Source: an optimization exercise on an open RTL-to-GDS flow (aim: small area). Production flows keep margins and buffers that such runs may drop.
Function was checked by simulation only, so behaviour that the tests miss may differ from the original.
No activity file was given, so power comes from the tool's default toggle rates.

==> flow/design.v (excerpt) <==
module rf_multiport #(
  parameter int unsigned DW      = 32,
  parameter int unsigned AW      = 5,
  parameter bit          ZERO_R0 = 1'b1,
  parameter logic [31:0] DBG_OFS = 32'h20
) (
  input  logic          clk,
  input  logic          rst,
  input  logic [AW-1:0] ra1,
  input  logic [AW-1:0] ra2,
  output logic [DW-1:0] rd1,
  output logic [DW-1:0] rd2,
  input  logic [AW-1:0] wa,
  input  logic [DW-1:0] wd,
  input  logic          we,
  input  logic          clr,
  output logic          busy,
  input  logic [AW-1:0] dbg_sel,
  output logic [DW-1:0] dbg_q
);
export LEC_CHECK = 0
export CAP_MARGIN = 20
export CELL_PAD_IN_SITES_DETAIL_PLACEMENT = 1
export CELL_PAD_IN_SITES_GLOBAL_PLACEMENT = 1
export CORE_MARGIN = 2
export CORE_UTILIZATION = 55
export PLACE_DENSITY = 0.72
export SLEW_MARGIN = 20
export SYNTH_HIERARCHICAL = 1
create_clock -name core_clock -period 10.0 [get_ports {clk}]
standard.sh (not shown) runs the stock make flow with config.mk's settings and CLKGATE_MAP_FILE= SYNTH_SCRIPT=/design/flow/synth_recipe.tcl, a recipe that flattens the netlist after the stock synthesis.
==> flow/flow/run.sh <==
#!/bin/bash
# The standard layout (standard synthesis included), with two changes:
# - the port buffers are the smallest buffer rather than the flow's default pick;
# - the clock tree uses small clock buffers in small sink clusters, without dummy loads.
# make's full output goes to flow_make.log here; each ORFS step logs under orfs/logs/.
set -euo pipefail
cd "$(dirname "$0")/.."
bash standard.sh \
  "BUFFER_PORTS_ARGS=-buffer_cell sky130_fd_sc_hd__buf_1" \
  "CTS_ARGS=-sink_clustering_enable -repair_clock_nets -dont_use_dummy_load -buf_list sky130_fd_sc_hd__clkbuf_4 -sink_clustering_size 10 -sink_clustering_max_diameter 35" \
  finish > flow_make.log 2>&1
Change:
--- a/flow/flow/run.sh
+++ b/flow/flow/run.sh
@@ -10 +10 @@
-  "CTS_ARGS=-sink_clustering_enable -repair_clock_nets -dont_use_dummy_load -buf_list sky130_fd_sc_hd__clkbuf_4 -sink_clustering_size 10 -sink_clustering_max_diameter 35" \
+  "CTS_ARGS=-sink_clustering_enable -repair_clock_nets -dont_use_dummy_load -buf_list {sky130_fd_sc_hd__clkbuf_4 sky130_fd_sc_hd__clkbuf_8} -sink_clustering_size 16 -sink_clustering_max_diameter 50" \
Settings changed: CORE_UTILIZATION 55 to 40, PLACE_DENSITY 0.72 to 0.7.
Maximum frequency went up by 1.2%.
Synthesized area is unchanged.
Flip-flop and latch count is unchanged.
Change:
Settings changed: PLACE_DENSITY 0.7 to unset.
Count of clock-buffer cells in the layout grows by 8.
Critical path depth is lower by 1.
Wire length goes up by 7.7%.
Clock skew is higher by 0.019 ns.
Via count stays flat.
Core utilization came out higher by 0.33 points.
Global-route usage is higher by 3.6 points.

========
## build 29
Starting RTL as in the previous note.
export LEC_CHECK = 0
export CAP_MARGIN = 20
export CELL_PAD_IN_SITES_DETAIL_PLACEMENT = 1
export CELL_PAD_IN_SITES_GLOBAL_PLACEMENT = 1
export CORE_MARGIN = 2
export CORE_UTILIZATION = 50
export PLACE_DENSITY = 0.7
export SLEW_MARGIN = 20
export SYNTH_HIERARCHICAL = 1
create_clock -name core_clock -period 10.0 [get_ports {clk}]
==> flow/flow/run.sh <==
#!/bin/bash
# The standard layout (standard synthesis included), with two changes:
# - the port buffers are the smallest buffer rather than the flow's default pick;
# - the clock tree uses small clock buffers in small sink clusters, without dummy loads.
# make's full output goes to flow_make.log here; each ORFS step logs under orfs/logs/.
set -euo pipefail
cd "$(dirname "$0")/.."
bash standard.sh \
  "BUFFER_PORTS_ARGS=-buffer_cell sky130_fd_sc_hd__buf_1" \
  "CTS_ARGS=-sink_clustering_enable -repair_clock_nets -dont_use_dummy_load -buf_list sky130_fd_sc_hd__clkbuf_4 -sink_clustering_size 10 -sink_clustering_max_diameter 35" \
  finish > flow_make.log 2>&1
diff inputs: build 29 => trial 19
--- a/flow/flow/run.sh
+++ b/flow/flow/run.sh
@@ -8,4 +8,4 @@
 bash standard.sh \
   "BUFFER_PORTS_ARGS=-buffer_cell sky130_fd_sc_hd__buf_1" \
-  "CTS_ARGS=-sink_clustering_enable -repair_clock_nets -dont_use_dummy_load -buf_list sky130_fd_sc_hd__clkbuf_4 -sink_clustering_size 10 -sink_clustering_max_diameter 35" \
+  "CTS_ARGS=-sink_clustering_enable -repair_clock_nets -dont_use_dummy_load -buf_list {sky130_fd_sc_hd__clkbuf_4 sky130_fd_sc_hd__clkbuf_8} -sink_clustering_size 16 -sink_clustering_max_diameter 50" \
   finish > flow_make.log 2>&1
[summary]
The final layouts of trial 19 and build 29 pass the timing, design-rule and antenna checks.
Per the comparison of trial 19 with build 29, internal power component has increased, wire length has remained practically unchanged, final non-filler cell area has increased, combinational power has remained practically unchanged, final worst setup slack has decreased.

[what the ideal ports hide]
In the flow no input, the clock included, has a driving cell. The finished layouts below were timed again as built, in two steps. Step 1, drivers: a clkbuf_16 drives clk and a buf_2 each remaining input, both assumed. Step 2 moves the port delays by t, midway between the first and last clock arrival at a register: inputs arrive t later, outputs are due t later. That takes back most of the time a late clock gives input paths. Three values: ideal, step 1, step 2; two values: the first two.
| run | t, ns | setup slack, ns | hold slack, ns | worst setup path after step 2 | clock arrival spread, ns |
|---|---|---|---|---|---|
| the first run of note 1 | 1.175 | 1.437 / 1.363 / 1.363 | 0.524 / 0.524 / 0.524 | input to output | 0.171 / 0.171 |
| the second run of note 1 | 0.900 | 1.540 / 1.507 / 1.507 | 0.529 / 0.529 / 0.529 | input to output | 0.088 / 0.088 |
| the third run of note 1 | 0.899 | 1.712 / 1.689 / 1.689 | 0.526 / 0.526 / 0.526 | input to output | 0.102 / 0.102 |
| build 29 | 1.217 | 1.557 / 1.449 / 1.449 | 0.532 / 0.532 / 0.532 | input to output | 0.168 / 0.167 |
| trial 19 | 0.867 | 1.525 / 1.427 / 1.427 | 0.527 / 0.527 / 0.527 | input to output | 0.132 / 0.132 |
After both steps setup and hold are still met in every run listed. For build 29, which loses most, drivers alone change the setup slack by -0.108 ns; drivers and shift together by -0.108 ns.
